From an optimization exercise on the open Yosys and OpenROAD flow, aimed at small area, a short achievable clock period and few clock cycles per item; shortcuts taken in it are not production practice.
At most, simulation tests tie the RTL to the original design; equivalence was not proved.
Function not checked in run 1: the RTL went through the layout flow alone.
Power is estimated from default activity; no workload was simulated.

==> flow/design.v (outline; a module is shown in full before it is edited, if it fits) <==
// module mult_16x16: 2030 lines
module mult_16x16 (
  input  logic        clk,
  input  logic        rst_n,
  input  logic        in_valid,
  output logic        in_ready,
  input  logic [15:0] in_a,
  input  logic [15:0] in_b,
  output logic        out_valid,
  input  logic        out_ready,
  output logic [31:0] out_product
);
  // ...
==> flow/run.sh <==
#!/bin/bash
# synth_recipe.tcl (not shown) runs the flow's synth.tcl, then flattens the netlist and writes it again
# the make line also repeats each setting of config.mk as NAME=value (left out here)
make -C /OpenROAD-flow-scripts/flow DESIGN_CONFIG=/design/flow/config.mk WORK_HOME=/design/flow/orfs CLKGATE_MAP_FILE= SYNTH_SCRIPT=/design/flow/synth_recipe.tcl finish
==> flow/config.mk <==
export PLATFORM = sky130hd
export DESIGN_NAME = mult_16x16
export DESIGN_NICKNAME = mult_16x16
export VERILOG_FILES = /design/flow/design.v
export SDC_FILE = /design/flow/constraint.sdc
export NUM_CORES = 4
export LEC_CHECK = 0
export CAP_MARGIN = 20
export CORE_MARGIN = 2
export CORE_UTILIZATION = 40
export SLEW_MARGIN = 20
==> flow/constraint.sdc <==
create_clock -name core_clock -period 4.0 [get_ports {clk}]
set_input_delay 0.8000 -clock core_clock [delete_from_list [all_inputs] [get_ports {clk}]]
set_output_delay 0.8000 -clock core_clock [all_outputs]
set_load 0.01 [all_outputs]
==> impl_results.md, run 1 <==
* Outcome: complete, but fails checks
* Layout check failures: setup timing
* Crit path capture type: output port
* Multi-input gate share of total cell area at 0.548
* Postcts setup bufs at 9
* Min setup slack post-route at -342 ps
* Clock-pin slew on the worst setup and hold paths at 60 ps
* P_leak at 6.46 nW
* # rows at 61
* DRC Markers at 0
* Critical Path AT at 3540 ps
* Synth cell types at 49
* Crit Path Max Fanout at 3
* Seq area share at 0.194
* R2R Setup Slk at 2110 ps
* Layout cells sized above 1 at 0.157
* Critical path's most frequent cell: inv_2
* Chip height at 171 um
* Hold Vio Cnt, Final at 0
* Clk Latency, worst-skew pair at 360 ps
* Ys Warns at 1
* Mux contribution to synthesized area at 0.000897
* Combinational logic power at 8.86 mW
* Crit start category: flip-flop
* Final setup vio count at 15
* Net Switching at 4.93 mW
* Simple-gate share of the synthesized area at 0.147
* Dpl hpwl at 20300 um
==> run 2: changes to the inputs <==
--- a/flow/design.v
+++ b/flow/design.v
@@ -14,12 +14,13 @@
   output logic [31:0] out_product
 );
-  logic [0:0] v;
-  logic [0:0] ld;
+  logic [1:0] v;
+  logic [1:0] ld;
   logic [15:0] a, b;
   assign a = in_a;
   assign b = in_b;
-  assign ld[0] = !v[0] || out_ready;
+  assign ld[1] = !v[1] || out_ready;
+  assign ld[0] = !v[0] || ld[1];
   assign in_ready  = ld[0];
-  assign out_valid = v[0];
+  assign out_valid = v[1];
   always_ff @(posedge clk) begin
     if (!rst_n) begin
@@ -27,4 +28,5 @@
     end else begin
       if (ld[0]) v[0] <= in_valid;
+      if (ld[1]) v[1] <= v[0];
     end
   end
@@ -942,90 +944,178 @@
   logic y943;
   logic y944;
-  logic G794_q1;
+  logic G770_q1;
+  logic G782_q2;
+  logic G784_q2;
+  logic G786_q2;
+  logic G790_q2;
   logic G798_q1;
-  logic G802_q1;
-  logic P795_q1;
-  logic P803_q1;
-  logic P825_q1;
-  logic c328_q1;
-  logic c344_q1;
-  logic c346_q1;
-  logic c362_q1;
-  logic c364_q1;
-  logic c384_q1;
-  logic c386_q1;
-  logic c408_q1;
-  logic c434_q1;
-  logic c462_q1;
-  logic c488_q1;
-  logic c490_q1;
-  logic c514_q1;
-  logic c516_q1;
+  logic G816_q2;
+  logic G818_q2;
+  logic G820_q2;
+  logic G822_q2;
+  logic G826_q1;
+  logic G832_q2;
+  logic G838_q2;
+  logic G840_q2;
+  logic G850_q2;
+  logic G852_q2;
+  logic G854_q2;
+  logic G864_q2;
+  logic G866_q2;
+  logic P771_q1;
+  logic P783_q2;
+  logic P785_q2;
+  logic P787_q2;
+  logic P791_q2;
+  logic P813_q2;
+  logic P815_q2;
+  logic P817_q2;
+  logic P819_q2;
+  logic P821_q2;
+  logic P823_q2;
+  logic P839_q2;
+  logic P841_q2;
+  logic P851_q2;
+  logic P853_q2;
+  logic P855_q2;
+  logic c284_q1;
+  logic c286_q1;
+  logic c294_q1;
+  logic c296_q1;
+  logic c298_q1;
+  logic c308_q1;
+  logic c324_q1;
+  logic c340_q1;
+  logic c342_q1;
+  logic c360_q1;
+  logic c382_q1;
+  logic c404_q1;
+  logic c406_q1;
+  logic c430_q1;
+  logic c432_q1;
+  logic c456_q1;
+  logic c458_q1;
+  logic c484_q1;
+  logic c486_q1;
+  logic c510_q1;
+  logic c512_q1;
+  logic c536_q1;
   logic c538_q1;
-  logic c540_q1;
-  logic c542_q1;
-  logic c564_q1;
-  logic c582_q1;
-  logic c584_q1;
-  logic c602_q1;
-  logic c618_q1;
-  logic c632_q1;
-  logic c634_q1;
-  logic c646_q1;
-  logic c656_q1;
-  logic g699_q1;
-  logic g702_q1;
-  logic g756_q1;
-  logic g759_q1;
+  logic c558_q1;
+  logic c560_q1;
+  logic c580_q1;
+  logic c598_q1;
+  logic c600_q1;
+  logic c616_q1;
+  logic c628_q1;
+  logic c630_q1;
+  logic c642_q1;
+  logic c654_q1;
+  logic c660_q1;
+  logic c662_q1;
+  logic g723_q2;
+  logic g729_q2;
+  logic g735_q2;
+  logic g747_q2;
+  logic g762_q1;
   logic g765_q1;
   logic h677_q1;
-  logic h698_q1;
-  logic h755_q1;
-  logic h758_q1;
+  logic h677_q2;
+  logic h689_q1;
+  logic h713_q2;
+  logic h716_q2;
+  logic h719_q2;
+  logic h722_q2;
+  logic h725_q2;
+  logic h728_q2;
+  logic h731_q2;
+  logic h734_q2;
+  logic h737_q2;
+  logic h740_q2;
+  logic h743_q2;
+  logic h746_q2;
+  logic h749_q2;
+  logic h752_q2;
+  logic h755_q2;
+  logic h758_q2;
   logic h761_q1;
+  logic h761_q2;
   logic h764_q1;
-  logic p700_q1;
-  logic p703_q1;
-  logic p757_q1;
-  logic p760_q1;
+  logic h764_q2;
+  logic p724_q2;
+  logic p730_q2;
+  logic p736_q2;
+  logic p748_q2;
+  logic p763_q1;
   logic p766_q1;
   logic pp1_q1;
-  logic s325_q1;
-  logic s327_q1;
-  logic s345_q1;
-  logic s363_q1;
+  logic pp1_q2;
+  logic s283_q1;
+  logic s285_q1;
+  logic s295_q1;
+  logic s305_q1;
+  logic s307_q1;
+  logic s321_q1;
+  logic s323_q1;
+  logic s339_q1;
+  logic s341_q1;
+  logic s355_q1;
+  logic s357_q1;
+  logic s359_q1;
+  logic s377_q1;
+  logic s379_q1;
   logic s381_q1;
-  logic s383_q1;
+  logic s401_q1;
+  logic s403_q1;
   logic s405_q1;
-  logic s407_q1;
+  logic s429_q1;
   logic s431_q1;
-  logic s433_q1;
-  logic s459_q1;
-  logic s461_q1;
-  logic s487_q1;
-  logic s489_q1;
-  logic s513_q1;
-  logic s515_q1;
+  logic s451_q1;
+  logic s453_q1;
+  logic s455_q1;
+  logic s457_q1;
+  logic s481_q1;
+  logic s483_q1;
+  logic s485_q1;
+  logic s505_q1;
+  logic s507_q1;
+  logic s509_q1;
+  logic s511_q1;
+  logic s535_q1;
   logic s537_q1;
-  logic s539_q1;
+  logic s555_q1;
+  logic s557_q1;
   logic s559_q1;
-  logic s561_q1;
-  logic s581_q1;
-  logic s583_q1;
-  logic s601_q1;
+  logic s575_q1;
+  logic s577_q1;
+  logic s579_q1;
+  logic s597_q1;
+  logic s599_q1;
+  logic s613_q1;
   logic s615_q1;
-  logic s617_q1;
+  logic s625_q1;
+  logic s627_q1;
   logic s629_q1;
-  logic s631_q1;
+  logic s639_q1;
   logic s641_q1;
-  logic s643_q1;
-  logic s655_q1;
-  logic s663_q1;
+  logic s653_q1;
+  logic s659_q1;
+  logic s661_q1;
+  logic s667_q1;
+  logic s673_q1;
   logic y916_q1;
+  logic y916_q2;
   logic y917_q1;
+  logic y917_q2;
   logic y918_q1;
-  logic y919_q1;
-  logic y920_q1;
-  logic y921_q1;
+  logic y918_q2;
+  logic y919_q2;
+  logic y920_q2;
+  logic y921_q2;
+  logic y922_q2;
+  logic y923_q2;
+  logic y924_q2;
+  logic y925_q2;
+  logic y926_q2;
   assign pp1 = a[0] & b[0];
   assign pp2 = a[0] & b[1];
@@ -1292,8 +1382,8 @@
   assign s263 = pp5 ^ pp20 ^ pp35;
   assign c264 = (pp5 & pp20) | (pp5 & pp35) | (pp20 & pp35);
-  assign s265 = pp50 ^ pp65 ^ c260;
-  assign c266 = (pp50 & pp65) | (pp50 & c260) | (pp65 & c260);
-  assign s267 = c262 ^ s263;
-  assign c268 = c262 & s263;
+  assign s265 = pp50 ^ pp65 ^ c262;
+  assign c266 = (pp50 & pp65) | (pp50 & c262) | (pp65 & c262);
+  assign s267 = c260 ^ s263;
+  assign c268 = c260 & s263;
   assign s269 = pp6 ^ pp21 ^ pp36;
   assign c270 = (pp6 & pp21) | (pp6 & pp36) | (pp21 & pp36);
@@ -1324,5 +1414,5 @@
   assign s295 = c282 ^ s291 ^ s293;
   assign c296 = (c282 & s291) | (c282 & s293) | (s291 & s293);
-  assign s297 = c286 ^ c284;
+  assign s297 = c286_q1 ^ c284_q1;
   assign c298 = c286 & c284;
   assign s299 = pp9 ^ pp24 ^ pp39;
@@ -1336,8 +1426,8 @@
   assign s307 = s301 ^ s303 ^ c292;
   assign c308 = (s301 & s303) | (s301 & c292) | (s303 & c292);
-  assign s309 = c294 ^ s305 ^ s307;
-  assign c310 = (c294 & s305) | (c294 & s307) | (s305 & s307);
-  assign s311 = c296 ^ c298;
-  assign c312 = c296 & c298;
+  assign s309 = c294_q1 ^ s305_q1 ^ s307_q1;
+  assign c310 = (c294_q1 & s305_q1) | (c294_q1 & s307_q1) | (s305_q1 & s307_q1);
+  assign s311 = c296_q1 ^ c298_q1;
+  assign c312 = c296_q1 & c298_q1;
   assign s313 = pp10 ^ pp25 ^ pp40;
   assign c314 = (pp10 & pp25) | (pp10 & pp40) | (pp25 & pp40);
@@ -1352,8 +1442,8 @@
   assign s323 = s317 ^ c306 ^ s319;
   assign c324 = (s317 & c306) | (s317 & s319) | (c306 & s319);
-  assign s325 = s321 ^ c308 ^ s323;
-  assign c326 = (s321 & c308) | (s321 & s323) | (c308 & s323);
-  assign s327 = c310 ^ c312;
-  assign c328 = c310 & c312;
+  assign s325 = s321_q1 ^ c308_q1 ^ s323_q1;
+  assign c326 = (s321_q1 & c308_q1) | (s321_q1 & s323_q1) | (c308_q1 & s323_q1);
+  assign s327 = c312 ^ c310;
+  assign c328 = c312 & c310;
   assign s329 = pp11 ^ pp26 ^ pp41;
   assign c330 = (pp11 & pp26) | (pp11 & pp41) | (pp26 & pp41);
@@ -1370,8 +1460,8 @@
   assign s341 = c322 ^ s335 ^ s337;
   assign c342 = (c322 & s335) | (c322 & s337) | (s335 & s337);
-  assign s343 = s339 ^ c324 ^ s341;
-  assign c344 = (s339 & c324) | (s339 & s341) | (c324 & s341);
-  assign s345 = c326 ^ s343;
-  assign c346 = c326 & s343;
+  assign s343 = c324_q1 ^ s339_q1 ^ s341_q1;
+  assign c344 = (c324_q1 & s339_q1) | (c324_q1 & s341_q1) | (s339_q1 & s341_q1);
+  assign s345 = c326 ^ c328;
+  assign c346 = c326 & c328;
   assign s347 = pp12 ^ pp27 ^ pp42;
   assign c348 = (pp12 & pp27) | (pp12 & pp42) | (pp27 & pp42);
@@ -1388,10 +1478,10 @@
   assign s359 = s353 ^ c336 ^ c338;
   assign c360 = (s353 & c336) | (s353 & c338) | (c336 & c338);
-  assign s361 = s355 ^ s357 ^ c340;
-  assign c362 = (s355 & s357) | (s355 & c340) | (s357 & c340);
-  assign s363 = c342 ^ s359 ^ s361;
-  assign c364 = (c342 & s359) | (c342 & s361) | (s359 & s361);
-  assign s365 = c344_q1 ^ c346_q1;
-  assign c366 = c344_q1 & c346_q1;
+  assign s361 = s355_q1 ^ s357_q1 ^ c340_q1;
+  assign c362 = (s355_q1 & s357_q1) | (s355_q1 & c340_q1) | (s357_q1 & c340_q1);
+  assign s363 = c342_q1 ^ s359_q1 ^ s361;
+  assign c364 = (c342_q1 & s359_q1) | (c342_q1 & s361) | (s359_q1 & s361);
+  assign s365 = c344 ^ c346;
+  assign c366 = c344 & c346;
   assign s367 = pp13 ^ pp28 ^ pp43;
   assign c368 = (pp13 & pp28) | (pp13 & pp43) | (pp28 & pp43);
@@ -1410,10 +1500,10 @@
   assign s381 = c356 ^ c358 ^ s375;
   assign c382 = (c356 & c358) | (c356 & s375) | (c358 & s375);
-  assign s383 = s377 ^ s379 ^ c360;
-  assign c384 = (s377 & s379) | (s377 & c360) | (s379 & c360);
-  assign s385 = s381_q1 ^ c362_q1 ^ s383_q1;
-  assign c386 = (s381 & c362) | (s381 & s383) | (c362 & s383);
-  assign s387 = c364_q1 ^ s385;
-  assign c388 = c364_q1 & s385;
+  assign s383 = s377_q1 ^ s379_q1 ^ c360_q1;
+  assign c384 = (s377_q1 & s379_q1) | (s377_q1 & c360_q1) | (s379_q1 & c360_q1);
+  assign s385 = s381_q1 ^ c362 ^ s383;
+  assign c386 = (s381_q1 & c362) | (s381_q1 & s383) | (c362 & s383);
+  assign s387 = c364 ^ c366;
+  assign c388 = c364 & c366;
   assign s389 = pp14 ^ pp29 ^ pp44;
   assign c390 = (pp14 & pp29) | (pp14 & pp44) | (pp29 & pp44);
@@ -1434,10 +1524,10 @@
   assign s405 = c380 ^ s397 ^ s399;
   assign c406 = (c380 & s397) | (c380 & s399) | (s397 & s399);
-  assign s407 = s401 ^ c382 ^ s403;
-  assign c408 = (s401 & c382) | (s401 & s403) | (c382 & s403);
-  assign s409 = s405_q1 ^ c384_q1 ^ s407_q1;
-  assign c410 = (s405_q1 & c384_q1) | (s405_q1 & s407_q1) | (c384_q1 & s407_q1);
-  assign s411 = c386_q1 ^ s409;
-  assign c412 = c386_q1 & s409;
+  assign s407 = s401_q1 ^ c382_q1 ^ s403_q1;
+  assign c408 = (s401_q1 & c382_q1) | (s401_q1 & s403_q1) | (c382_q1 & s403_q1);
+  assign s409 = s405_q1 ^ c384 ^ s407;
+  assign c410 = (s405_q1 & c384) | (s405_q1 & s407) | (c384 & s407);
+  assign s411 = c386 ^ s409;
+  assign c412 = c386 & s409;
   assign s413 = pp15 ^ pp30 ^ pp45;
   assign c414 = (pp15 & pp30) | (pp15 & pp45) | (pp30 & pp45);
@@ -1460,8 +1550,8 @@
   assign s431 = s423 ^ s425 ^ s427;
   assign c432 = (s423 & s425) | (s423 & s427) | (s425 & s427);
-  assign s433 = c404 ^ c406 ^ s429;
-  assign c434 = (c404 & c406) | (c404 & s429) | (c406 & s429);
-  assign s435 = s431_q1 ^ c408_q1 ^ s433_q1;
-  assign c436 = (s431_q1 & c408_q1) | (s431_q1 & s433_q1) | (c408_q1 & s433_q1);
+  assign s433 = c404_q1 ^ c406_q1 ^ s429_q1;
+  assign c434 = (c404_q1 & c406_q1) | (c404_q1 & s429_q1) | (c406_q1 & s429_q1);
+  assign s435 = s431_q1 ^ c408 ^ s433;
+  assign c436 = (s431_q1 & c408) | (s431_q1 & s433) | (c408 & s433);
   assign s437 = c410 ^ s435;
   assign c438 = c410 & s435;
@@ -1486,10 +1576,10 @@
   assign s457 = c426 ^ c428 ^ s449;
   assign c458 = (c426 & c428) | (c426 & s449) | (c428 & s449);
-  assign s459 = s451 ^ s453 ^ c430;
-  assign c460 = (s451 & s453) | (s451 & c430) | (s453 & c430);
-  assign s461 = s455 ^ c432 ^ s457;
-  assign c462 = (s455 & c432) | (s455 & s457) | (c432 & s457);
-  assign s463 = c434_q1 ^ s459_q1 ^ s461_q1;
-  assign c464 = (c434_q1 & s459_q1) | (c434_q1 & s461_q1) | (s459_q1 & s461_q1);
+  assign s459 = s451_q1 ^ s453_q1 ^ c430_q1;
+  assign c460 = (s451_q1 & s453_q1) | (s451_q1 & c430_q1) | (s453_q1 & c430_q1);
+  assign s461 = s455_q1 ^ c432_q1 ^ s457_q1;
+  assign c462 = (s455_q1 & c432_q1) | (s455_q1 & s457_q1) | (c432_q1 & s457_q1);
+  assign s463 = s459 ^ c434 ^ s461;
+  assign c464 = (s459 & c434) | (s459 & s461) | (c434 & s461);
   assign s465 = c436 ^ s463;
   assign c466 = c436 & s463;
@@ -1514,10 +1604,10 @@
   assign s485 = c454 ^ s477 ^ s479;
   assign c486 = (c454 & s477) | (c454 & s479) | (s477 & s479);
-  assign s487 = s481 ^ c456 ^ s483;
-  assign c488 = (s481 & c456) | (s481 & s483) | (c456 & s483);
-  assign s489 = c458 ^ s485 ^ c460;
-  assign c490 = (c458 & s485) | (c458 & c460) | (s485 & c460);
-  assign s491 = s487_q1 ^ c462_q1 ^ s489_q1;
-  assign c492 = (s487_q1 & c462_q1) | (s487_q1 & s489_q1) | (c462_q1 & s489_q1);
+  assign s487 = s481_q1 ^ c456_q1 ^ c458_q1;
+  assign c488 = (s481_q1 & c456_q1) | (s481_q1 & c458_q1) | (c456_q1 & c458_q1);
+  assign s489 = s483_q1 ^ s485_q1 ^ c460;
+  assign c490 = (s483_q1 & s485_q1) | (s483_q1 & c460) | (s485_q1 & c460);
+  assign s491 = s487 ^ c462 ^ s489;
+  assign c492 = (s487 & c462) | (s487 & s489) | (c462 & s489);
   assign s493 = c464 ^ c466;
   assign c494 = c464 & c466;
@@ -1540,12 +1630,12 @@
   assign s511 = c480 ^ c482 ^ s503;
   assign c512 = (c480 & c482) | (c480 & s503) | (c482 & s503);
-  assign s513 = s505 ^ s507 ^ c484;
-  assign c514 = (s505 & s507) | (s505 & c484) | (s507 & c484);
-  assign s515 = s509 ^ c486 ^ s511;
-  assign c516 = (s509 & c486) | (s509 & s511) | (c486 & s511);
-  assign s517 = c488_q1 ^ s513_q1 ^ s515_q1;
-  assign c518 = (c488_q1 & s513_q1) | (c488_q1 & s515_q1) | (s513_q1 & s515_q1);
-  assign s519 = c490_q1 ^ s517 ^ c492;
-  assign c520 = (c490_q1 & s517) | (c490_q1 & c492) | (s517 & c492);
+  assign s513 = s505_q1 ^ s507_q1 ^ c484_q1;
+  assign c514 = (s505_q1 & s507_q1) | (s505_q1 & c484_q1) | (s507_q1 & c484_q1);
+  assign s515 = s509_q1 ^ c486_q1 ^ s511_q1;
+  assign c516 = (s509_q1 & c486_q1) | (s509_q1 & s511_q1) | (c486_q1 & s511_q1);
+  assign s517 = c488 ^ s513 ^ s515;
+  assign c518 = (c488 & s513) | (c488 & s515) | (s513 & s515);
+  assign s519 = c490 ^ s517 ^ c492;
+  assign c520 = (c490 & s517) | (c490 & c492) | (s517 & c492);
   assign s521 = pp64 ^ pp79 ^ pp94;
   assign c522 = (pp64 & pp79) | (pp64 & pp94) | (pp79 & pp94);
@@ -1566,10 +1656,10 @@
   assign s537 = s529 ^ s531 ^ s533;
   assign c538 = (s529 & s531) | (s529 & s533) | (s531 & s533);
-  assign s539 = c510 ^ c512 ^ s535;
-  assign c540 = (c510 & c512) | (c510 & s535) | (c512 & s535);
-  assign s541 = s537_q1 ^ c514_q1 ^ c516_q1;
-  assign c542 = (s537 & c514) | (s537 & c516) | (c514 & c516);
-  assign s543 = s539_q1 ^ c518 ^ s541;
-  assign c544 = (s539_q1 & c518) | (s539_q1 & s541) | (c518 & s541);
+  assign s539 = c510_q1 ^ c512_q1 ^ s535_q1;
+  assign c540 = (c510_q1 & c512_q1) | (c510_q1 & s535_q1) | (c512_q1 & s535_q1);
+  assign s541 = s537_q1 ^ c514 ^ c516;
+  assign c542 = (s537_q1 & c514) | (s537_q1 & c516) | (c514 & c516);
+  assign s543 = s539 ^ c518 ^ s541;
+  assign c544 = (s539 & c518) | (s539 & s541) | (c518 & s541);
   assign s545 = pp80 ^ pp95 ^ pp110;
   assign c546 = (pp80 & pp95) | (pp80 & pp110) | (pp95 & pp110);
@@ -1588,10 +1678,10 @@
   assign s559 = c532 ^ c534 ^ s553;
   assign c560 = (c532 & c534) | (c532 & s553) | (c534 & s553);
-  assign s561 = s555 ^ c536 ^ s557;
-  assign c562 = (s555 & c536) | (s555 & s557) | (c536 & s557);
-  assign s563 = c538_q1 ^ s559_q1 ^ c540_q1;
-  assign c564 = (c538 & s559) | (c538 & c540) | (s559 & c540);
-  assign s565 = s561_q1 ^ c542_q1 ^ s563;
-  assign c566 = (s561_q1 & c542_q1) | (s561_q1 & s563) | (c542_q1 & s563);
+  assign s561 = s555_q1 ^ c536_q1 ^ s557_q1;
+  assign c562 = (s555_q1 & c536_q1) | (s555_q1 & s557_q1) | (c536_q1 & s557_q1);
+  assign s563 = c538_q1 ^ s559_q1 ^ s561;
+  assign c564 = (c538_q1 & s559_q1) | (c538_q1 & s561) | (s559_q1 & s561);
+  assign s565 = c540 ^ c542 ^ s563;
+  assign c566 = (c540 & c542) | (c540 & s563) | (c542 & s563);
   assign s567 = pp96 ^ pp111 ^ pp126;
   assign c568 = (pp96 & pp111) | (pp96 & pp126) | (pp111 & pp126);
@@ -1608,10 +1698,10 @@
   assign s579 = c554 ^ c556 ^ s573;
   assign c580 = (c554 & c556) | (c554 & s573) | (c556 & s573);
-  assign s581 = s575 ^ s577 ^ c558;
-  assign c582 = (s575 & s577) | (s575 & c558) | (s577 & c558);
-  assign s583 = c560 ^ s579 ^ c562;
-  assign c584 = (c560 & s579) | (c560 & c562) | (s579 & c562);
-  assign s585 = s581_q1 ^ c564_q1 ^ s583_q1;
-  assign c586 = (s581_q1 & c564_q1) | (s581_q1 & s583_q1) | (c564_q1 & s583_q1);
+  assign s581 = s575_q1 ^ s577_q1 ^ c558_q1;
+  assign c582 = (s575_q1 & s577_q1) | (s575_q1 & c558_q1) | (s577_q1 & c558_q1);
+  assign s583 = c560_q1 ^ s579_q1 ^ c562;
+  assign c584 = (c560_q1 & s579_q1) | (c560_q1 & c562) | (s579_q1 & c562);
+  assign s585 = s581 ^ c564 ^ s583;
+  assign c586 = (s581 & c564) | (s581 & s583) | (c564 & s583);
   assign s587 = pp112 ^ pp127 ^ pp142;
   assign c588 = (pp112 & pp127) | (pp112 & pp142) | (pp127 & pp142);
@@ -1628,8 +1718,8 @@
   assign s599 = c578 ^ s593 ^ s595;
   assign c600 = (c578 & s593) | (c578 & s595) | (s593 & s595);
-  assign s601 = s597 ^ c580 ^ s599;
-  assign c602 = (s597 & c580) | (s597 & s599) | (c580 & s599);
-  assign s603 = c582_q1 ^ s601_q1 ^ c584_q1;
-  assign c604 = (c582_q1 & s601_q1) | (c582_q1 & c584_q1) | (s601_q1 & c584_q1);
+  assign s601 = c580_q1 ^ s597_q1 ^ s599_q1;
+  assign c602 = (c580_q1 & s597_q1) | (c580_q1 & s599_q1) | (s597_q1 & s599_q1);
+  assign s603 = c582 ^ s601 ^ c584;
+  assign c604 = (c582 & s601) | (c582 & c584) | (s601 & c584);
   assign s605 = pp128 ^ pp143 ^ pp158;
   assign c606 = (pp128 & pp143) | (pp128 & pp158) | (pp143 & pp158);
@@ -1644,8 +1734,8 @@
   assign s615 = c594 ^ c596 ^ s611;
   assign c616 = (c594 & c596) | (c594 & s611) | (c596 & s611);
-  assign s617 = s613 ^ c598 ^ c600;
-  assign c618 = (s613 & c598) | (s613 & c600) | (c598 & c600);
-  assign s619 = s615_q1 ^ c602_q1 ^ s617_q1;
-  assign c620 = (s615_q1 & c602_q1) | (s615_q1 & s617_q1) | (c602_q1 & s617_q1);
+  assign s617 = s613_q1 ^ c598_q1 ^ c600_q1;
+  assign c618 = (s613_q1 & c598_q1) | (s613_q1 & c600_q1) | (c598_q1 & c600_q1);
+  assign s619 = s615_q1 ^ c602 ^ s617;
+  assign c620 = (s615_q1 & c602) | (s615_q1 & s617) | (c602 & s617);
   assign s621 = pp144 ^ pp159 ^ pp174;
   assign c622 = (pp144 & pp159) | (pp144 & pp174) | (pp159 & pp174);
@@ -1658,8 +1748,8 @@
   assign s629 = s623 ^ c612 ^ c614;
   assign c630 = (s623 & c612) | (s623 & c614) | (c612 & c614);
-  assign s631 = s625 ^ s627 ^ c616;
-  assign c632 = (s625 & s627) | (s625 & c616) | (s627 & c616);
-  assign s633 = s629_q1 ^ c618_q1 ^ s631_q1;
-  assign c634 = (s629 & c618) | (s629 & s631) | (c618 & s631);
+  assign s631 = s625_q1 ^ s627_q1 ^ c616_q1;
+  assign c632 = (s625_q1 & s627_q1) | (s625_q1 & c616_q1) | (s627_q1 & c616_q1);
+  assign s633 = s629_q1 ^ s631 ^ c618;
+  assign c634 = (s629_q1 & s631) | (s629_q1 & c618) | (s631 & c618);
   assign s635 = pp160 ^ pp175 ^ pp190;
   assign c636 = (pp160 & pp175) | (pp160 & pp190) | (pp175 & pp190);
@@ -1670,8 +1760,8 @@
   assign s641 = s635 ^ s637 ^ c626;
   assign c642 = (s635 & s637) | (s635 & c626) | (s637 & c626);
-  assign s643 = c628 ^ s639 ^ c630;
-  assign c644 = (c628 & s639) | (c628 & c630) | (s639 & c630);
-  assign s645 = s641_q1 ^ c632_q1 ^ s643_q1;
-  assign c646 = (s641 & c632) | (s641 & s643) | (c632 & s643);
+  assign s643 = c628_q1 ^ s639_q1 ^ c630_q1;
+  assign c644 = (c628_q1 & s639_q1) | (c628_q1 & c630_q1) | (s639_q1 & c630_q1);
+  assign s645 = s641_q1 ^ c632 ^ s643;
+  assign c646 = (s641_q1 & c632) | (s641_q1 & s643) | (c632 & s643);
   assign s647 = pp176 ^ pp191 ^ pp206;
   assign c648 = (pp176 & pp191) | (pp176 & pp206) | (pp191 & pp206);
@@ -1682,6 +1772,6 @@
   assign s653 = s649 ^ c640 ^ s651;
   assign c654 = (s649 & c640) | (s649 & s651) | (c640 & s651);
-  assign s655 = c642 ^ s653 ^ c644;
-  assign c656 = (c642 & s653) | (c642 & c644) | (s653 & c644);
+  assign s655 = c642_q1 ^ s653_q1 ^ c644;
+  assign c656 = (c642_q1 & s653_q1) | (c642_q1 & c644) | (s653_q1 & c644);
   assign s657 = pp192 ^ pp207 ^ pp222;
   assign c658 = (pp192 & pp207) | (pp192 & pp222) | (pp207 & pp222);
@@ -1690,12 +1780,12 @@
   assign s661 = c650 ^ s657 ^ c652;
   assign c662 = (c650 & s657) | (c650 & c652) | (s657 & c652);
-  assign s663 = s659 ^ c654 ^ s661;
-  assign c664 = (s659 & c654) | (s659 & s661) | (c654 & s661);
+  assign s663 = s659_q1 ^ c654_q1 ^ s661_q1;
+  assign c664 = (s659_q1 & c654_q1) | (s659_q1 & s661_q1) | (c654_q1 & s661_q1);
   assign s665 = pp208 ^ pp223 ^ pp238;
   assign c666 = (pp208 & pp223) | (pp208 & pp238) | (pp223 & pp238);
   assign s667 = pp253 ^ c658 ^ s665;
   assign c668 = (pp253 & c658) | (pp253 & s665) | (c658 & s665);
-  assign s669 = c660 ^ s667 ^ c662;
-  assign c670 = (c660 & s667) | (c660 & c662) | (s667 & c662);
+  assign s669 = c660_q1 ^ s667_q1 ^ c662_q1;
+  assign c670 = (c660_q1 & s667_q1) | (c660_q1 & c662_q1) | (s667_q1 & c662_q1);
   assign s671 = pp224 ^ pp239 ^ pp254;
   assign c672 = (pp224 & pp239) | (pp224 & pp254) | (pp239 & pp254);
@@ -1718,25 +1808,25 @@
   assign g690 = s273 & s275;
   assign p691 = s273 | s275;
-  assign h692 = s283 ^ s285;
-  assign g693 = s283 & s285;
-  assign p694 = s283 | s285;
-  assign h695 = s295 ^ s297;
-  assign g696 = s295 & s297;
-  assign p697 = s295 | s297;
+  assign h692 = s283_q1 ^ s285_q1;
+  assign g693 = s283_q1 & s285_q1;
+  assign p694 = s283_q1 | s285_q1;
+  assign h695 = s295_q1 ^ s297;
+  assign g696 = s295_q1 & s297;
+  assign p697 = s295_q1 | s297;
   assign h698 = s309 ^ s311;
   assign g699 = s309 & s311;
   assign p700 = s309 | s311;
-  assign h701 = s325_q1 ^ s327_q1;
+  assign h701 = s325 ^ s327;
   assign g702 = s325 & s327;
   assign p703 = s325 | s327;
-  assign h704 = c328_q1 ^ s345_q1;
-  assign g705 = c328_q1 & s345_q1;
-  assign p706 = c328_q1 | s345_q1;
-  assign h707 = s363_q1 ^ s365;
-  assign g708 = s363_q1 & s365;
-  assign p709 = s363_q1 | s365;
-  assign h710 = c366 ^ s387;
-  assign g711 = c366 & s387;
-  assign p712 = c366 | s387;
+  assign h704 = s343 ^ s345;
+  assign g705 = s343 & s345;
+  assign p706 = s343 | s345;
+  assign h707 = s363 ^ s365;
+  assign g708 = s363 & s365;
+  assign p709 = s363 | s365;
+  assign h710 = s385 ^ s387;
+  assign g711 = s385 & s387;
+  assign p712 = s385 | s387;
   assign h713 = c388 ^ s411;
   assign g714 = c388 & s411;
@@ -1772,19 +1862,19 @@
   assign g744 = c620 & s633;
   assign p745 = c620 | s633;
-  assign h746 = c634_q1 ^ s645;
-  assign g747 = c634_q1 & s645;
-  assign p748 = c634_q1 | s645;
-  assign h749 = c646_q1 ^ s655_q1;
-  assign g750 = c646_q1 & s655_q1;
-  assign p751 = c646_q1 | s655_q1;
-  assign h752 = c656_q1 ^ s663_q1;
-  assign g753 = c656_q1 & s663_q1;
-  assign p754 = c656_q1 | s663_q1;
+  assign h746 = c634 ^ s645;
+  assign g747 = c634 & s645;
+  assign p748 = c634 | s645;
+  assign h749 = c646 ^ s655;
+  assign g750 = c646 & s655;
+  assign p751 = c646 | s655;
+  assign h752 = c656 ^ s663;
+  assign g753 = c656 & s663;
+  assign p754 = c656 | s663;
   assign h755 = c664 ^ s669;
   assign g756 = c664 & s669;
   assign p757 = c664 | s669;
-  assign h758 = c670 ^ s673;
-  assign g759 = c670 & s673;
-  assign p760 = c670 | s673;
+  assign h758 = c670 ^ s673_q1;
+  assign g759 = c670 & s673_q1;
+  assign p760 = c670 | s673_q1;
   assign h761 = c674 ^ s675;
   assign g762 = c674 & s675;
@@ -1799,6 +1889,6 @@
   assign G772 = g696 | (p697 & g693);
   assign P773 = p697 & p694;
-  assign G774 = g702_q1 | (p703_q1 & g699_q1);
-  assign P775 = p703_q1 & p700_q1;
+  assign G774 = g702 | (p703 & g699);
+  assign P775 = p703 & p700;
   assign G776 = g708 | (p709 & g705);
   assign P777 = p709 & p706;
@@ -1817,14 +1907,14 @@
   assign G790 = g750 | (p751 & g747);
   assign P791 = p751 & p748;
-  assign G792 = g756_q1 | (p757_q1 & g753);
-  assign P793 = p757_q1 & p754;
-  assign G794 = g762 | (p763 & g759);
-  assign P795 = p763 & p760;
+  assign G792 = g756 | (p757 & g753);
+  assign P793 = p757 & p754;
+  assign G794 = g762_q1 | (p763_q1 & g759);
+  assign P795 = p763_q1 & p760;
   assign G796 = g681 | (p682 & g678);
   assign G798 = G768 | (P769 & g678);
-  assign G800 = g693 | (p694 & G770);
-  assign P801 = p694 & P771;
-  assign G802 = G772 | (P773 & G770);
-  assign P803 = P773 & P771;
+  assign G800 = g693 | (p694 & G770_q1);
+  assign P801 = p694 & P771_q1;
+  assign G802 = G772 | (P773 & G770_q1);
+  assign P803 = P773 & P771_q1;
   assign G804 = g705 | (p706 & G774);
   assign P805 = p706 & P775;
@@ -1835,7 +1925,7 @@
   assign G810 = G780 | (P781 & G778);
   assign P811 = P781 & P779;
-  assign G812 = g729 | (p730 & G782);
+  assign G812 = g729_q2 | (p730_q2 & G782_q2);
   assign P813 = p730 & P783;
-  assign G814 = G784 | (P785 & G782);
+  assign G814 = G784_q2 | (P785_q2 & G782_q2);
   assign P815 = P785 & P783;
   assign G816 = g741 | (p742 & G786);
@@ -1847,10 +1937,10 @@
   assign G822 = G792 | (P793 & G790);
   assign P823 = P793 & P791;
-  assign G824 = g765_q1 | (p766_q1 & G794_q1);
-  assign P825 = p766 & P795;
+  assign G824 = g765_q1 | (p766_q1 & G794);
+  assign P825 = p766_q1 & P795;
   assign G826 = g687 | (p688 & G798);
-  assign G828 = G770 | (P771 & G798);
-  assign G830 = G800 | (P801 & G798);
-  assign G832 = G802_q1 | (P803_q1 & G798_q1);
+  assign G828 = G770_q1 | (P771_q1 & G798_q1);
+  assign G830 = G800 | (P801 & G798_q1);
+  assign G832 = G802 | (P803 & G798_q1);
   assign G834 = g711 | (p712 & G806);
   assign P835 = p712 & P807;
@@ -1861,19 +1951,19 @@
   assign G840 = G810 | (P811 & G806);
   assign P841 = P811 & P807;
-  assign G842 = g735 | (p736 & G814);
-  assign P843 = p736 & P815;
-  assign G844 = G786 | (P787 & G814);
-  assign P845 = P787 & P815;
-  assign G846 = G816 | (P817 & G814);
-  assign P847 = P817 & P815;
-  assign G848 = G818 | (P819 & G814);
-  assign P849 = P819 & P815;
-  assign G850 = g759_q1 | (p760_q1 & G822);
-  assign P851 = p760_q1 & P823;
-  assign G852 = G794_q1 | (P795_q1 & G822);
-  assign P853 = P795_q1 & P823;
-  assign G854 = G824 | (P825_q1 & G822);
-  assign P855 = P825_q1 & P823;
-  assign G856 = g699_q1 | (p700_q1 & G832);
+  assign G842 = g735_q2 | (p736_q2 & G814);
+  assign P843 = p736_q2 & P815_q2;
+  assign G844 = G786_q2 | (P787_q2 & G814);
+  assign P845 = P787_q2 & P815_q2;
+  assign G846 = G816_q2 | (P817_q2 & G814);
+  assign P847 = P817_q2 & P815_q2;
+  assign G848 = G818_q2 | (P819_q2 & G814);
+  assign P849 = P819_q2 & P815_q2;
+  assign G850 = g759 | (p760 & G822);
+  assign P851 = p760 & P823;
+  assign G852 = G794 | (P795 & G822);
+  assign P853 = P795 & P823;
+  assign G854 = G824 | (P825 & G822);
+  assign P855 = P825 & P823;
+  assign G856 = g699 | (p700 & G832);
   assign G858 = G774 | (P775 & G832);
   assign G860 = G804 | (P805 & G832);
@@ -1881,24 +1971,24 @@
   assign G864 = G834 | (P835 & G832);
   assign G866 = G836 | (P837 & G832);
-  assign G868 = G838 | (P839 & G832);
-  assign G870 = G840 | (P841 & G832);
-  assign G872 = g747 | (p748 & G848);
-  assign P873 = p748 & P849;
-  assign G874 = G790 | (P791 & G848);
-  assign P875 = P791 & P849;
-  assign G876 = G820 | (P821 & G848);
-  assign P877 = P821 & P849;
-  assign G878 = G822 | (P823 & G848);
-  assign P879 = P823 & P849;
-  assign G880 = G850 | (P851 & G848);
-  assign P881 = P851 & P849;
-  assign G882 = G852 | (P853 & G848);
-  assign P883 = P853 & P849;
-  assign G884 = G854 | (P855 & G848);
-  assign P885 = P855 & P849;
-  assign G886 = g723 | (p724 & G870);
-  assign G888 = G782 | (P783 & G870);
-  assign G890 = G812 | (P813 & G870);
-  assign G892 = G814 | (P815 & G870);
+  assign G868 = G838_q2 | (P839_q2 & G832_q2);
+  assign G870 = G840_q2 | (P841_q2 & G832_q2);
+  assign G872 = g747_q2 | (p748_q2 & G848);
+  assign P873 = p748_q2 & P849;
+  assign G874 = G790_q2 | (P791_q2 & G848);
+  assign P875 = P791_q2 & P849;
+  assign G876 = G820_q2 | (P821_q2 & G848);
+  assign P877 = P821_q2 & P849;
+  assign G878 = G822_q2 | (P823_q2 & G848);
+  assign P879 = P823_q2 & P849;
+  assign G880 = G850_q2 | (P851_q2 & G848);
+  assign P881 = P851_q2 & P849;
+  assign G882 = G852_q2 | (P853_q2 & G848);
+  assign P883 = P853_q2 & P849;
+  assign G884 = G854_q2 | (P855_q2 & G848);
+  assign P885 = P855_q2 & P849;
+  assign G886 = g723_q2 | (p724_q2 & G870);
+  assign G888 = G782_q2 | (P783_q2 & G870);
+  assign G890 = G812 | (P813_q2 & G870);
+  assign G892 = G814 | (P815_q2 & G870);
   assign G894 = G842 | (P843 & G870);
   assign G896 = G844 | (P845 & G870);
@@ -1915,120 +2005,212 @@
   assign y917 = h683 ^ G796;
   assign y918 = h686 ^ G798;
-  assign y919 = h689 ^ G826;
+  assign y919 = h689_q1 ^ G826_q1;
   assign y920 = h692 ^ G828;
   assign y921 = h695 ^ G830;
-  assign y922 = h698_q1 ^ G832;
+  assign y922 = h698 ^ G832;
   assign y923 = h701 ^ G856;
   assign y924 = h704 ^ G858;
   assign y925 = h707 ^ G860;
   assign y926 = h710 ^ G862;
-  assign y927 = h713 ^ G864;
-  assign y928 = h716 ^ G866;
-  assign y929 = h719 ^ G868;
-  assign y930 = h722 ^ G870;
-  assign y931 = h725 ^ G886;
-  assign y932 = h728 ^ G888;
-  assign y933 = h731 ^ G890;
-  assign y934 = h734 ^ G892;
-  assign y935 = h737 ^ G894;
-  assign y936 = h740 ^ G896;
-  assign y937 = h743 ^ G898;
-  assign y938 = h746 ^ G900;
-  assign y939 = h749 ^ G902;
-  assign y940 = h752 ^ G904;
-  assign y941 = h755_q1 ^ G906;
-  assign y942 = h758_q1 ^ G908;
-  assign y943 = h761_q1 ^ G910;
-  assign y944 = h764_q1 ^ G912;
+  assign y927 = h713_q2 ^ G864_q2;
+  assign y928 = h716_q2 ^ G866_q2;
+  assign y929 = h719_q2 ^ G868;
+  assign y930 = h722_q2 ^ G870;
+  assign y931 = h725_q2 ^ G886;
+  assign y932 = h728_q2 ^ G888;
+  assign y933 = h731_q2 ^ G890;
+  assign y934 = h734_q2 ^ G892;
+  assign y935 = h737_q2 ^ G894;
+  assign y936 = h740_q2 ^ G896;
+  assign y937 = h743_q2 ^ G898;
+  assign y938 = h746_q2 ^ G900;
+  assign y939 = h749_q2 ^ G902;
+  assign y940 = h752_q2 ^ G904;
+  assign y941 = h755_q2 ^ G906;
+  assign y942 = h758_q2 ^ G908;
+  assign y943 = h761_q2 ^ G910;
+  assign y944 = h764_q2 ^ G912;
   always_ff @(posedge clk) begin
     if (ld[0]) begin
-      G794_q1 <= G794;
+      G770_q1 <= G770;
       G798_q1 <= G798;
-      G802_q1 <= G802;
-      P795_q1 <= P795;
-      P803_q1 <= P803;
-      P825_q1 <= P825;
-      c328_q1 <= c328;
-      c344_q1 <= c344;
-      c346_q1 <= c346;
-      c362_q1 <= c362;
-      c364_q1 <= c364;
-      c384_q1 <= c384;
-      c386_q1 <= c386;
-      c408_q1 <= c408;
-      c434_q1 <= c434;
-      c462_q1 <= c462;
-      c488_q1 <= c488;
-      c490_q1 <= c490;
-      c514_q1 <= c514;
-      c516_q1 <= c516;
+      G826_q1 <= G826;
+      P771_q1 <= P771;
+      c284_q1 <= c284;
+      c286_q1 <= c286;
+      c294_q1 <= c294;
+      c296_q1 <= c296;
+      c298_q1 <= c298;
+      c308_q1 <= c308;
+      c324_q1 <= c324;
+      c340_q1 <= c340;
+      c342_q1 <= c342;
+      c360_q1 <= c360;
+      c382_q1 <= c382;
+      c404_q1 <= c404;
+      c406_q1 <= c406;
+      c430_q1 <= c430;
+      c432_q1 <= c432;
+      c456_q1 <= c456;
+      c458_q1 <= c458;
+      c484_q1 <= c484;
+      c486_q1 <= c486;
+      c510_q1 <= c510;
+      c512_q1 <= c512;
+      c536_q1 <= c536;
       c538_q1 <= c538;
-      c540_q1 <= c540;
-      c542_q1 <= c542;
-      c564_q1 <= c564;
-      c582_q1 <= c582;
-      c584_q1 <= c584;
-      c602_q1 <= c602;
-      c618_q1 <= c618;
-      c632_q1 <= c632;
-      c634_q1 <= c634;
-      c646_q1 <= c646;
-      c656_q1 <= c656;
-      g699_q1 <= g699;
-      g702_q1 <= g702;
-      g756_q1 <= g756;
-      g759_q1 <= g759;
+      c558_q1 <= c558;
+      c560_q1 <= c560;
+      c580_q1 <= c580;
+      c598_q1 <= c598;
+      c600_q1 <= c600;
+      c616_q1 <= c616;
+      c628_q1 <= c628;
+      c630_q1 <= c630;
+      c642_q1 <= c642;
+      c654_q1 <= c654;
+      c660_q1 <= c660;
+      c662_q1 <= c662;
+      g762_q1 <= g762;
       g765_q1 <= g765;
       h677_q1 <= h677;
-      h698_q1 <= h698;
-      h755_q1 <= h755;
-      h758_q1 <= h758;
+      h689_q1 <= h689;
       h761_q1 <= h761;
       h764_q1 <= h764;
-      p700_q1 <= p700;
-      p703_q1 <= p703;
-      p757_q1 <= p757;
-      p760_q1 <= p760;
+      p763_q1 <= p763;
       p766_q1 <= p766;
       pp1_q1 <= pp1;
-      s325_q1 <= s325;
-      s327_q1 <= s327;
-      s345_q1 <= s345;
-      s363_q1 <= s363;
+      s283_q1 <= s283;
+      s285_q1 <= s285;
+      s295_q1 <= s295;
+      s305_q1 <= s305;
+      s307_q1 <= s307;
+      s321_q1 <= s321;
+      s323_q1 <= s323;
+      s339_q1 <= s339;
+      s341_q1 <= s341;
+      s355_q1 <= s355;
+      s357_q1 <= s357;
+      s359_q1 <= s359;
+      s377_q1 <= s377;
+      s379_q1 <= s379;
       s381_q1 <= s381;
-      s383_q1 <= s383;
+      s401_q1 <= s401;
+      s403_q1 <= s403;
       s405_q1 <= s405;
-      s407_q1 <= s407;
+      s429_q1 <= s429;
       s431_q1 <= s431;
-      s433_q1 <= s433;
-      s459_q1 <= s459;
-      s461_q1 <= s461;
-      s487_q1 <= s487;
-      s489_q1 <= s489;
-      s513_q1 <= s513;
-      s515_q1 <= s515;
+      s451_q1 <= s451;
+      s453_q1 <= s453;
+      s455_q1 <= s455;
+      s457_q1 <= s457;
+      s481_q1 <= s481;
+      s483_q1 <= s483;
+      s485_q1 <= s485;
+      s505_q1 <= s505;
+      s507_q1 <= s507;
+      s509_q1 <= s509;
+      s511_q1 <= s511;
+      s535_q1 <= s535;
       s537_q1 <= s537;
-      s539_q1 <= s539;
+      s555_q1 <= s555;
+      s557_q1 <= s557;
       s559_q1 <= s559;
-      s561_q1 <= s561;
-      s581_q1 <= s581;
-      s583_q1 <= s583;
-      s601_q1 <= s601;
+      s575_q1 <= s575;
+      s577_q1 <= s577;
+      s579_q1 <= s579;
+      s597_q1 <= s597;
+      s599_q1 <= s599;
+      s613_q1 <= s613;
       s615_q1 <= s615;
-      s617_q1 <= s617;
+      s625_q1 <= s625;
+      s627_q1 <= s627;
       s629_q1 <= s629;
-      s631_q1 <= s631;
+      s639_q1 <= s639;
       s641_q1 <= s641;
-      s643_q1 <= s643;
-      s655_q1 <= s655;
-      s663_q1 <= s663;
+      s653_q1 <= s653;
+      s659_q1 <= s659;
+      s661_q1 <= s661;
+      s667_q1 <= s667;
+      s673_q1 <= s673;
       y916_q1 <= y916;
       y917_q1 <= y917;
       y918_q1 <= y918;
-      y919_q1 <= y919;
-      y920_q1 <= y920;
-      y921_q1 <= y921;
     end
   end
-  assign out_product = {G914, y944, y943, y942, y941, y940, y939, y938, y937, y936, y935, y934, y933, y932, y931, y930, y929, y928, y927, y926, y925, y924, y923, y922, y921_q1, y920_q1, y919_q1, y918_q1, y917_q1, y916_q1, h677_q1, pp1_q1};
+  always_ff @(posedge clk) begin
+    if (ld[1]) begin
+      G782_q2 <= G782;
+      G784_q2 <= G784;
+      G786_q2 <= G786;
+      G790_q2 <= G790;
+      G816_q2 <= G816;
+      G818_q2 <= G818;
+      G820_q2 <= G820;
+      G822_q2 <= G822;
+      G832_q2 <= G832;
+      G838_q2 <= G838;
+      G840_q2 <= G840;
+      G850_q2 <= G850;
+      G852_q2 <= G852;
+      G854_q2 <= G854;
+      G864_q2 <= G864;
+      G866_q2 <= G866;
+      P783_q2 <= P783;
+      P785_q2 <= P785;
+      P787_q2 <= P787;
+      P791_q2 <= P791;
+      P813_q2 <= P813;
+      P815_q2 <= P815;
+      P817_q2 <= P817;
+      P819_q2 <= P819;
+      P821_q2 <= P821;
+      P823_q2 <= P823;
+      P839_q2 <= P839;
+      P841_q2 <= P841;
+      P851_q2 <= P851;
+      P853_q2 <= P853;
+      P855_q2 <= P855;
+      g723_q2 <= g723;
+      g729_q2 <= g729;
+      g735_q2 <= g735;
+      g747_q2 <= g747;
+      h677_q2 <= h677_q1;
+      h713_q2 <= h713;
+      h716_q2 <= h716;
+      h719_q2 <= h719;
+      h722_q2 <= h722;
+      h725_q2 <= h725;
+      h728_q2 <= h728;
+      h731_q2 <= h731;
+      h734_q2 <= h734;
+      h737_q2 <= h737;
+      h740_q2 <= h740;
+      h743_q2 <= h743;
+      h746_q2 <= h746;
+      h749_q2 <= h749;
+      h752_q2 <= h752;
+      h755_q2 <= h755;
+      h758_q2 <= h758;
+      h761_q2 <= h761_q1;
+      h764_q2 <= h764_q1;
+      p724_q2 <= p724;
+      p730_q2 <= p730;
+      p736_q2 <= p736;
+      p748_q2 <= p748;
+      pp1_q2 <= pp1_q1;
+      y916_q2 <= y916_q1;
+      y917_q2 <= y917_q1;
+      y918_q2 <= y918_q1;
+      y919_q2 <= y919;
+      y920_q2 <= y920;
+      y921_q2 <= y921;
+      y922_q2 <= y922;
+      y923_q2 <= y923;
+      y924_q2 <= y924;
+      y925_q2 <= y925;
+      y926_q2 <= y926;
+    end
+  end
+  assign out_product = {G914, y944, y943, y942, y941, y940, y939, y938, y937, y936, y935, y934, y933, y932, y931, y930, y929, y928, y927, y926_q2, y925_q2, y924_q2, y923_q2, y922_q2, y921_q2, y920_q2, y919_q2, y918_q2, y917_q2, y916_q2, h677_q2, pp1_q2};
 endmodule
==> run 2 against run 1 <==
The run now finishes clean. Synthesized cell count is 5.9% higher. Area after synthesis is 23% higher. Clock skew is 5.7 ps higher. Utilization is 2.8 points lower. Die area is 22% higher. Sequential power is 100% higher. Total power is 8.4% lower. Critical endpoint is now out_product[30]. Largest cell class unchanged.
==> impl_results.md, run 2 <==
* Most frequent cells in the layout: 262 x inv_1, 198 x fa_1, 174 x edfxtp_1, 138 x and2_1, 120 x nand2_1
* Worst Tran Pin Value at 943 ps
* Worst hold path class: flip-flop to flip-flop
* Initial antenna violation count at 0
* WP data required at 3200 ps
* Avg Inst Size Synth at 11.8 sq um
* Worst vdd ir at 0.392 mV
* Net count reported at finish at 1526
* Commonest non-fill, non-tap cell in the layout: inv_1
* Number of synthesized flops with an enable pin at 174
* H-tree depth at 4
* Crit start category: flip-flop
* Final wirelength at 27500 um
* Cells after Synth at 1166
* Synth area leader: edfxtp_1
* Via-to-Cell Ratio at 4.65
* #FFs+latches synth at 176
* Final setup vio count at 0 (-15)
* Fmax at 289 MHz
* Crit path capture type: output port
* GRT overflow at 0
* Antenna cells at 0
* # rows at 67 (+9.8%)
* Number of top-level pins at 70
* PwrDens at 684 nW/um^2
* First drt pass iteration count at 5
* GR Util All Layers at 0.167
* Global-route wire length before repair at 45600 um
* Detail Route met3 WL at 1510 um
* Synthesized area at 13700 sq um
* Synth cell count leaders: 263 x inv_1, 198 x fa_1, 174 x edfxtp_1
* Max FFs per register at 2
* Max_slew headroom at 0.372
* CTS sink count at 176
* DRT met1 WL at 12600 um
* Yosys top cell area share at 0.381
* Postcts setup bufs at 0 (-9)
* Gpl congestion at 0.837
* Antenna Nets Post-Route at 0
* Layout cells sized above 1 at 0.0601 (-0.0970)
* Drt wl/cell at 16.4 um
* Chip width at 189 um
* Chip height at 189 um (+11%)
* Outcome: timing/DRC/antenna clean
* Vias in the first global route at 8687
* Synth cell types at 40 (-18%)
* Clk Latency, worst-skew pair at 450 ps (+90 ps)
* WL met2 at 13100 um
* Seq/Total Area, Yosys at 0.384
* Asr flop ratio synth at 0
* RSZ-0062 raised after global routing: false
* Hold Vio Cnt, Final at 0 (unchanged)
* Net count after synthesis at 1473
* WHS at 422 ps
* Port Buf Inserts at 69
* Count leader, synth: inv_1
* PostCTS Resize Cnt at 0
* DRC Markers at 0 (unchanged)
* Critical Path AT at 2660 ps (-880 ps)
* Ys Warns at 1 (unchanged)
* Crit path kind: flip-flop to output port
* Number of DRC markers in iteration 0 at 389
* P_leak at 7.06 nW (+9.3%)
* Core ar. at 33700 sq um
* TritonCTS clock tree: built
* Crit Path Max Fanout at 11 (+8)
* P&R area growth vs syn at 12.5%
* Slew Limit Fails at 0
* Hold Buf Count CTS at 0
* Final Skew at 14.5 ps
* Die area at 35800 sq um
* Synth area leaders: edfxtp_1 38%, fa_1 29%, inv_1 7.2%
* TritonCTS buffer count at 17
* Top FF cell, synth: edfxtp_1
* Largest net degree at the start of global routing at 56
* DR vias at 7812
* Tcrit/Tclk final at 0.865
* CTS root buffer: clkbuf_16
* Setup_tns at 0 ps
* Top reg by flops: v
* Max_cap viols at 0
* Clock-pin slew on the worst setup and hold paths at 80 ps (+20 ps)
* Starting density of the core at 0.407
* Dpl hpwl at 20900 um (+2.9%)
* Clock Path Buffers at 2
* Tmin final at 3460 ps
* Top sig layer: met4
[run 2: cell count changes after synthesis, sizes merged, moves of 5 or more]
cell,before,now
edfxtp,86,174
inv,286,263
and2,157,138
nand2,107,121
xnor2,22,13
nor2b,2,9
a2111oi,2,7
fa,193,198
maj3,5,0
[run 2: path summary, 6_finish.rpt]
path,start,endpoint,slack [ps],cells past startpoint
worst max register to register,c430_q1,P815_q2,930,9
worst min-delay path,h761_q1,h761_q2,420,0
worst min register to register,h761_q1,h761_q2,420,0
worst max-delay path,G832_q2,out_product[30],540,5
[run 2: logic make-up (layout without fill, tap and decap cells)]
family,Yosys count,count (layout),synth area share
AOI/OAI and AO/OA,54,54,0.0293
xor gates and xnor gates,27,27,0.0172
adders and majority gates,271,271,0.355
buffers and inverters,329,395,0.0993
DFF,176,176,0.384
and+or+nand+nor,309,309,0.115
[run 2: through the flow]
stage / total power, mW / cells / setup WS [ps] / utilization / instance area (sq um)
3_5_place_dp: 9.00 / 1648 / 214 / 0.440 / 14800
5_1_grt: 11.6 / 1680 / 335 / 0.458 / 15400
6_report: 10.5 / 1680 / 540 / 0.458 / 15400
3_3_place_gp: 8.85 / 1648 / 271 / 0.440 / 14800
2_1_floorplan: 7.48 / 1166 / 80.2 / - / 13700
4_1_cts: 10.8 / 1680 / 434 / 0.458 / 15400
[run 2: worst max-delay path, cell delays in order, from the launching register on]
cell,delay [ps]
edfxtp_1,400
a21o_1,370
a2111oi_0,500
nor2_1,120
xor2_1,230
clkdlybuf4s50_1,590
[run 2: area by class of cell]
class,count,area (sq um)
inverters,263,987
repair buffers,100,923
multi-input cells,661,7100
clock buffers,17,425
clock inverters,15,168
flip-flops and latches,176,5270
fillers,3129,18300
well taps,448,561
[run 2: power breakdown]
part	internal [mW]	switching (mW)	leakage, nW	total [mW]
sequential	3.18	0.274	1.93	3.45
combinational	2.51	2.88	4.84	5.39
clock	0.892	0.810	0.286	1.70
total	6.59	3.96	7.06	10.5
[run 2: metal layers]
| metal | global-route usage | up-vias |
|---|---|---|
| li1 | - | 3614 |
| met1 | 0.224 | 4009 |
| met2 | 0.276 | 165 |
| met3 | 0.0411 | 24 |
| met4 | 0.0385 | 0 |
| met5 | 0 | - |
Testbench counts of run 2, summed over its fixed seeds: cycles 32,016, items 32,000.
==> run 3: changes to the inputs <==
--- a/flow/config.mk
+++ b/flow/config.mk
@@ -9,3 +9,4 @@
 export CORE_MARGIN = 2
 export CORE_UTILIZATION = 40
+export SETUP_SLACK_MARGIN = 0.6
 export SLEW_MARGIN = 20
==> run 3 against run 2 <==
Maximum frequency is 4.5% higher. Critical path depth unchanged. Sequential power about the same. Combinational power about the same. Final cell count unchanged. Clock skew down 4.1 ps. Largest cell class unchanged.
==> impl_results.md, run 3 <==
* Outcome: timing/DRC/antenna clean
* CP Cell Sequence: a21o_4, a2111oi_1, nor2_1, xor2_1, clkdlybuf4s50_1
* Hold Vio Cnt, Final at 0 (unchanged)
* Worst Tran Pin Value at 841 ps (-102 ps)
* Worst hold path class: flip-flop to flip-flop
* Setup crit start: G832_q2
* Max_cap viols at 0 (unchanged)
* Cells after Synth at 1166 (unchanged)
* Crit path capture type: output port
* Largest net degree at the start of global routing at 64 (+14%)
* Tmin final at 3310 ps (-151 ps)
* DR vias at 7867 (+0.70%)
* Delay of the slowest critical-path stage at 580 ps (about the same)
* Crit path kind: flip-flop to output port
* Net count after synthesis at 1473 (unchanged)
* Synth cell types at 40 (unchanged)
* Total power at 10.5 mW (about the same)
* P_leak at 7.08 nW (+0.35%)
* Final setup vio count at 0 (unchanged)
* Fmax at 302 MHz (+4.5%)
* Worst setup path end: out_product[28]
* Critical Path AT at 2510 ps (-150 ps)
* Clock-pin slew on the worst setup and hold paths at 60 ps (-20 ps)
* Register area at 5270 sq um (unchanged)
* Layout cells sized above 1 at 0.0625 (+0.00244)
* Cell depth of the worst hold path at 0 (unchanged)
* Drt wl/cell at 16.5 um (+0.73%)
* Commonest non-fill, non-tap cell in the layout: inv_1
* Starting density of the core at 0.407 (unchanged)
* P&R area growth vs syn at 12.7%
* Synth cell count leaders: 263 x inv_1, 198 x fa_1, 174 x edfxtp_1
* Number of synthesized flops with an enable pin at 174 (unchanged)
* RR Endpoint: P815_q2
* Core ar. at 33700 sq um (unchanged)
* Initial antenna violation count at 0 (unchanged)
* Count leader, synth: inv_1
* Synth area leaders: edfxtp_1 38%, fa_1 29%, inv_1 7.2%
* Net count reported at finish at 1528 (+0.13%)
* Via-to-Cell Ratio at 4.68 (+0.70%)
* PwrDens at 682 nW/um^2 (-0.23%)
* Final Skew at 10.4 ps (-4.08 ps)
* Area of the multi-input gates at 7130 sq um (+0.41%)
* Hold Buf Count CTS at 0 (unchanged)
* Worst vdd ir at 0.320 mV (-18%)
* Antenna cells at 0 (unchanged)
* FILL cells at 3131 (+0.064%)
* Asr flop ratio synth at 0 (unchanged)
* Crit Path Max Fanout at 11 (unchanged)
* TritonCTS clock tree: built
* GR Util All Layers at 0.168 (+0.00106)
* CTS root buffer: clkbuf_16
* Slew Limit Fails at 0 (unchanged)
* Max_slew headroom at 0.439 (+0.0677)
* Gpl congestion at 0.858 (+2.5%)
* Antenna Nets Post-Route at 0 (unchanged)
* Vias in the first global route at 8613 (-0.85%)
* Slowest cell on the critical path: clkdlybuf4s50_1
* Worst r2r path cells at 9 (unchanged)
* Chip height at 189 um (unchanged)
* #FFs+latches synth at 176 (unchanged)
* Dpl hpwl at 21000 um (+0.34%)
* Top FF cell, synth: edfxtp_1
* Most frequent cells in the layout: 262 x inv_1, 198 x fa_1, 174 x edfxtp_1, 138 x and2_1, 120 x nand2_1
* Critical R2R Launch: c430_q1
* Seq/Total Area, Yosys at 0.384 (unchanged)
* RSZ-0062 raised after global routing: true
* Number of DRC markers in iteration 0 at 478 (+23%)
* Global-route wire length before repair at 45900 um (+0.48%)
* Die area at 35800 sq um (unchanged)
* Avg Inst Size Synth at 11.8 sq um (unchanged)
* Tcrit/Tclk final at 0.827 (-0.0376)
* Top reg by flops: v
* GRT overflow at 0 (unchanged)
* First drt pass iteration count at 5 (unchanged)
* WP data required at 3200 ps (about the same)
* Clock Path Buffers at 2 (unchanged)
* Ys Warns at 1 (unchanged)
* Number of top-level pins at 70 (unchanged)
* Clk Latency, worst-skew pair at 450 ps (about the same)
* Port Buf Inserts at 69 (unchanged)
* Crit start category: flip-flop
* CTS sink count at 176 (unchanged)
* Setup_tns at 0 ps (unchanged)
* Final wirelength at 27700 um (+0.73%)
* Max FFs per register at 2 (unchanged)
* Synthesized area at 13700 sq um (unchanged)
* Synth area leader: edfxtp_1
* TritonCTS buffer count at 17 (unchanged)
* DRC Markers at 0 (unchanged)
* Postcts setup bufs at 0 (unchanged)
* H-tree depth at 4 (unchanged)
* R2R Setup Slk at 900 ps (-30 ps)
* # rows at 67 (unchanged)
* Chip width at 189 um (unchanged)
* Yosys top cell area share at 0.381 (unchanged)
[run 3: cell counts after synthesis]
No cell type changed its count.
[run 3: power breakdown]
group          total [mW]  switching, mW  leakage (nW)  internal [mW]
Sequential           3.47          0.287          1.93           3.18
Clock                1.66          0.741         0.274          0.918
Combinational        5.42           2.90          4.88           2.52
[run 3: layer usage]
metal	GRT usage	share of wire	up-vias
met1	0.230	0.45	4015
met2	0.269	0.47	197
met4	0.0450	0.016	0
met3	0.0423	0.060	37
met5	0	0	-
li1	-	-	3618
[run 3: worst min-delay path by stage]
stage                       start      end  slack (ps)
final                     y918_q1  y918_q2         420
after global routing      y917_q1  y917_q2         430
after floorplan           h677_q1  h677_q2         400
after CTS                 y918_q1  y918_q2         420
after detailed placement  y918_q1  y918_q2         410
after global placement    h761_q1  h761_q2         400
[run 3: what timing repair did]
item,CTS,global route
gates resized for setup,5,8
pin swaps,0,1
endpoints found under the setup margin,7,5
[run 3: area by class of cell]
type                            instances  area share
Multi-Input combinational cell        661       0.461
Sequential cell                       176       0.340
Inverter                              263      0.0638
Timing Repair Buffer                  102      0.0618
Tap cell                              448      0.0362
Clock buffer                           18      0.0277
Clock inverter                         12     0.00874
[run 3: logic make-up (layout without fill, tap and decap cells)]
| family | count (synthesis) | in the layout | share of synthesized area |
|---|---|---|---|
| DFF | 176 | 176 | 0.384 |
| and+or+nand+nor | 309 | 309 | 0.115 |
| buffers and inverters | 329 | 395 | 0.0993 |
| AOI/OAI and AO/OA | 54 | 54 | 0.0293 |
| xor gates and xnor gates | 27 | 27 | 0.0172 |
| adders and majority gates | 271 | 271 | 0.355 |
[run 3: stage by stage]
step / hold slack, ps / area (sq um) / util / instances / setup slack [ps]
2_1_floorplan: 400 / 13700 / - / 1166 / 1050
3_3_place_gp: 401 / 14900 / 0.441 / 1650 / 315
3_5_place_dp: 408 / 14900 / 0.441 / 1650 / 282
4_1_cts: 423 / 15400 / 0.458 / 1680 / 615
5_1_grt: 430 / 15500 / 0.459 / 1680 / 571
6_report: 420 / 15500 / 0.459 / 1680 / 691
[run 3: worst max-delay path: cells and delay by family (launching register included)]
family,cells,cell delay (ps)
AND/OR/NAND/NOR,1,120
XOR/XNOR,1,220
AO/OA/AOI/OAI,2,710
buffers and inverters,1,580
flip-flops,1,420
==> run 4: changes to the inputs <==
--- a/flow/config.mk
+++ b/flow/config.mk
@@ -9,4 +9,4 @@
 export CORE_MARGIN = 2
 export CORE_UTILIZATION = 40
-export SETUP_SLACK_MARGIN = 0.6
+export SETUP_SLACK_MARGIN = 1.6
 export SLEW_MARGIN = 20
==> run 4 against run 3 <==
Critical path depth increased by 1. Global-route usage is 2.5 points higher. Sequential cell count is the same. Sequential share of layout area decreased by 5.0 points. First-iteration DRC count down 5.4%. Routed wire length grew 18%. Clock power is 6% lower. Sequential power grew 2%. Critical path type unchanged. Largest cell class unchanged. Highest routed layer unchanged.
==> impl_results.md, run 4 <==
* Layout cells sized above 1 at 0.456 (+0.394)
* Outcome: timing/DRC/antenna clean
* Fmax at 338 MHz (+12%)
* Setup_tns at 0 ps (unchanged)
* Worst vdd ir at 0.399 mV (+25%)
* Number of top-level pins at 70 (unchanged)
* Most frequent cells in the layout: 174 x edfxtp_1, 174 x inv_1, 107 x fa_2, 91 x fa_1, 87 x inv_2
* Drt wl/cell at 18.2 um (+11%)
* P_leak at 7.89 nW (+11%)
* Crit Path Max Fanout at 3 (-8)
* Min setup slack post-route at 1040 ps (+350 ps)
* Worst Tran Pin Value at 737 ps (-104 ps)
* Worst hold path class: flip-flop to flip-flop
* DR vias at 8437 (+7.2%)
* CP top delay family: compound AO/OA/AOI/OAI gates
* Core ar. at 33700 sq um (unchanged)
* GR peak layer: met2
* Number of synthesized flops with an enable pin at 174 (unchanged)
* Initial antenna violation count at 0 (unchanged)
* Final Skew at 12.3 ps (+1.92 ps)
* WHS at 424 ps (+3.83 ps)
* CTS sink count at 176 (unchanged)
* Synthesized area at 13700 sq um (unchanged)
* Place WS at 231 ps (-51.1 ps)
* Chip height at 189 um (unchanged)
* GR Util All Layers at 0.193 (+0.0247)
* Seq/Total Area, Yosys at 0.384 (unchanged)
* Synth area leaders: edfxtp_1 38%, fa_1 29%, inv_1 7.2%
* Fin area at 18100 sq um (+17%)
* Tcrit/Tclk final at 0.740 (-0.0875)
* DRC Markers at 0 (unchanged)
* CTS root buffer: clkbuf_16
* Gpl congestion at 0.826 (-3.7%)
* DP Area at 15600 sq um (+5.0%)
* Synth cell count leaders: 263 x inv_1, 198 x fa_1, 174 x edfxtp_1
* Top FF cell, synth: edfxtp_1
* Crit start category: flip-flop
* Ys Warns at 1 (unchanged)
* Antenna Nets Post-Route at 0 (unchanged)
* Max_cap viols at 0 (unchanged)
* # rows at 67 (unchanged)
* Avg Inst Size Synth at 11.8 sq um (unchanged)
* Via-to-Cell Ratio at 4.72 (+0.82%)
* Final setup vio count at 0 (unchanged)
* Synth area leader: edfxtp_1
* WP data required at 3200 ps (about the same)
* Clock-pin slew on the worst setup and hold paths at 70 ps (about the same)
* Slowest cell on the critical path: edfxtp_1
* Count leader, synth: inv_1
* Slew Limit Fails at 0 (unchanged)
* Max_slew headroom at 0.509 (+0.0695)
* Met3 usage in global routing at 0.0406 (-0.00167)
* Global-route wire length before repair at 51600 um (+13%)
* GRT overflow at 0 (unchanged)
* Crit path buffers/inverters at 2 (+1)
* Final wirelength at 32600 um (+18%)
* Largest net degree at the start of global routing at 105 (+64%)
* #FFs+latches synth at 176 (unchanged)
* Antenna cells at 0 (unchanged)
* M2 GR Usage at 0.318 (+0.0496)
* Max FFs per register at 2 (unchanged)
* Crit path capture type: output port
* Synth cell types at 40 (unchanged)
* Asr flop ratio synth at 0 (unchanged)
* RSZ-0062 raised after global routing: true
* Clk Latency, worst-skew pair at 450 ps (about the same)
* Met1 GRT Util at 0.255 (+0.0255)
* Die area at 35800 sq um (unchanged)
* H-tree depth at 4 (unchanged)
* Number of DRC markers in iteration 0 at 452 (-5.4%)
* Hold Buf Count CTS at 0 (unchanged)
[run 4: cell count changes in the layout (fill, tap and decap cells not counted), moves of 44 or more]
cell | previous run | this run
fa_1 | 198 | 91
and2_4 | 0 | 54
inv_2 | 1 | 87
clkdlybuf4s50_1 | 67 | 17
nand2_1 | 120 | 76
inv_1 | 262 | 174
fa_2 | 0 | 107
buf_6 | 0 | 59
and2_1 | 138 | 84
[run 4: where the power goes]
| part | switching [mW] | leakage [nW] | internal (mW) |
|---|---|---|---|
| registers | 0.338 | 1.93 | 3.19 |
| logic | 4.07 | 5.70 | 4.13 |
| clock network | 0.765 | 0.256 | 0.800 |
| total | 5.17 | 7.89 | 8.12 |
[run 4: cell type report]
class,instances,area (sq um)
clock inverter,14,109
sequential,176,5270
tap,448,561
timing repair buffer,207,2230
fill,2877,15600
multi-input combinational,662,8530
inverter,263,993
clock buffer,17,425
[run 4: routing by layer]
layer | routed length, um | vias up | share of wire
met5 | 0 | - | 0
li1 | - | 3844 | -
met3 | 1450 | 48 | 0.045
met1 | 14300 | 4362 | 0.44
met2 | 16000 | 183 | 0.49
met4 | 786 | 0 | 0.024
[run 4: logic make-up after synthesis]
family / share of synthesized area
compound gates: 0.0293
xor+xnor: 0.0172
fa+ha+maj: 0.355
buf+inv: 0.0993
flops: 0.384
simple gates: 0.115
[run 4: what timing repair did]
item | in CTS | in global routing
buffers inserted | 60 | 20
setup endpoints to repair | 157 | 95
gates resized for setup | 488 | 143
pin swaps | 126 | 93
gates cloned | 13 | 0
[run 4: worst paths after layout]
check	to	from	slack [ps]	cells after the start
max	out_product[28]	G832_q2	1040	6
min	h761_q2	h761_q1	420	0
max reg2reg	G818_q2	c536_q1	1250	9
min reg2reg	h761_q2	h761_q1	420	0
[run 4: stage by stage]
step	std cells	power (mW)
final	1787	13.3
after global routing	1787	14.4
after CTS	1767	12.6
after detailed placement	1663	9.60
after global placement	1663	9.47
after floorplan	1166	8.05

Setup slack of run 4, layout unchanged: 1.041 ns with ideal ports, 0.990 ns with driving cells assumed (clock clkbuf_16, inputs buf_2), 0.942 ns with port delays also shifted by the 0.493 ns mid clock arrival.
